Source: an optimization exercise on an open RTL-to-GDS flow (aim: small area). Production flows keep margins and buffers that such runs may drop.
At most, simulation tests tie the RTL to the original design; equivalence was not proved.
No activity file was given, so power comes from the tool's default toggle rates.

Design fract_resampler, start of the top module:
module fract_resampler #(
    parameter int WIDTH   = 16,
    parameter int PHASE_W = 12,
    parameter int SR_BASE = 192
) (
    input  logic                 i_clk,
    input  logic                 i_rst_n,
    input  logic                 i_clear,
    input  logic [WIDTH-1:0]     i_din_i,
    input  logic [WIDTH-1:0]     i_din_q,
    input  logic                 i_din_vld,
    output logic                 o_rdy,
    output logic [2*WIDTH-1:0]   o_tdata,
    output logic                 o_tvalid,
    input  logic                 i_rdy,
    input  logic                 i_set_stb,
    input  logic [7:0]           i_set_addr,
    input  logic [31:0]          i_set_data,
    output logic [31:0]          o_out_cnt
);
    localparam logic [PHASE_W:0] STEP_ONE = {1'b1, {PHASE_W{1'b0}}};
    localparam int SUM_W = WIDTH + PHASE_W;    
    localparam int NROW  = PHASE_W / 2;        
    localparam int ROW_W = WIDTH + 2;
    localparam logic [1:0] P_FILL0 = 2'b00;
    localparam logic [1:0] P_FILL1 = 2'b01;
    localparam logic [1:0] P_LOAD  = 2'b10;
    localparam logic [SUM_W-1:0] SUM_K = SUM_W'(3 << (PHASE_W - 1))
        - SUM_W'(((1 << (2 * NROW)) - 1) / 3 * (1 << (ROW_W - 1)));
    logic [1:0] rst_sync;
    logic       rst_int_n;
    logic [1:0]                 ph;
    logic                       calc;
    logic                       bypass;
    logic                       out_vld;
    logic [PHASE_W:0]           step;
  ...
For scale: roughly 960 cells after synthesis, ~150 flip-flops, about 140 I/O pins, ~11,000 um2 of cells after synthesis.
export LEC_CHECK = 0
export ABC_AREA = 1
export ABC_CLOCK_PERIOD_IN_PS = 9500
export CAP_MARGIN = 20
export CORE_MARGIN = 2
export CORE_UTILIZATION = 65
export SLEW_MARGIN = 20
create_clock -name core_clock -period 9.5 [get_ports {i_clk}]
standard.sh (not shown) runs the stock make flow with config.mk's settings and CLKGATE_MAP_FILE= SYNTH_SCRIPT=/design/flow/synth_recipe.tcl, a recipe that flattens the netlist after the stock synthesis.
==> flow/flow/run.sh <==
#!/bin/bash
# Layout flow: the standard flow (standard.sh) with three changes:
#  - synthesis maps with flow/abc_area.script, an area-oriented ABC script (a copy of ORFS's
#    scripts folder with only that file replaced; registers are untouched by ABC);
#  - port buffers use the smallest buffer cell, sky130_fd_sc_hd__buf_1;
#  - clock tree synthesis uses clkbuf_8 buffers and inserts no dummy loads.
# Each make run's full output goes to its own log here; ORFS keeps per-step logs in orfs/logs/.
set -euo pipefail
rm -rf scripts_abc
cp -r "$FLOW_HOME/scripts" scripts_abc
cp flow/abc_area.script scripts_abc/abc_area.script
bash standard.sh "SCRIPTS_DIR=$PWD/scripts_abc" "SYNTH_ARGS=-noabc" synth > synth_make.log 2>&1
bash standard.sh "BUFFER_PORTS_ARGS=-buffer_cell sky130_fd_sc_hd__buf_1" \
  "CTS_ARGS=-sink_clustering_enable -repair_clock_nets -dont_use_dummy_load -buf_list sky130_fd_sc_hd__clkbuf_8" \
  finish > flow_make.log 2>&1
==> flow/flow/abc_area.script <==
&get -n
&st
&dch
&nf -R 1000
&put
topo
stime -c
Rerun with:
--- a/flow/design.v
+++ b/flow/design.v
@@ -14,25 +14,21 @@
     output logic                 o_tvalid,
     input  logic                 i_rdy,
     input  logic                 i_set_stb,
     input  logic [7:0]           i_set_addr,
     input  logic [31:0]          i_set_data,
     output logic [31:0]          o_out_cnt
 );
     localparam logic [PHASE_W:0] STEP_ONE = {1'b1, {PHASE_W{1'b0}}};
     localparam int SUM_W = WIDTH + PHASE_W;    
-    localparam int NROW  = PHASE_W / 2;        
-    localparam int ROW_W = WIDTH + 2;
     localparam logic [1:0] P_FILL0 = 2'b00;
     localparam logic [1:0] P_FILL1 = 2'b01;
     localparam logic [1:0] P_LOAD  = 2'b10;
-    localparam logic [SUM_W-1:0] SUM_K = SUM_W'(3 << (PHASE_W - 1))
-        - SUM_W'(((1 << (2 * NROW)) - 1) / 3 * (1 << (ROW_W - 1)));
     logic [1:0] rst_sync;
     logic       rst_int_n;
     logic [1:0]                 ph;
     logic                       calc;
     logic                       bypass;
     logic                       out_vld;
     logic [PHASE_W:0]           step;
     logic [PHASE_W:0]           step_new;
     logic [PHASE_W-1:0]         mu;
- synthesized area does not change
- critical path depth does not change
- cell area stays the same
- register-to-register slack barely changes
- clock power barely changes
- utilization is unchanged
No functional check of the RTL was part of the first run of this note.

==> separate check: timing with driven ports <==
No port has a modelled driver above. Below, the same layouts with a new extraction and two added sets of constraints. Step 1 sets driving cells, clkbuf_16 on the clock port and buf_2 on the other inputs (assumed; they add their load-dependent delay and slew). Step 2 adds t to the input delays and takes it off the output delays; t is the mean of the earliest and latest rising clock arrival at the registers after step 1. Input paths then give back, and output paths get back, about the clock's delay inside the block. a / b / c = no drivers / after step 1 / after step 2; a / b = the first two.
run | t (ns) | slack for setup (ns) | latest minus earliest clock arrival (ns)
the first run | 0.485 | 0.521 / 0.481 / 0.966 | 0.050 / 0.050
the second run | 0.485 | 0.521 / 0.481 / 0.966 | 0.050 / 0.050
After both steps every run listed still meets setup and hold.
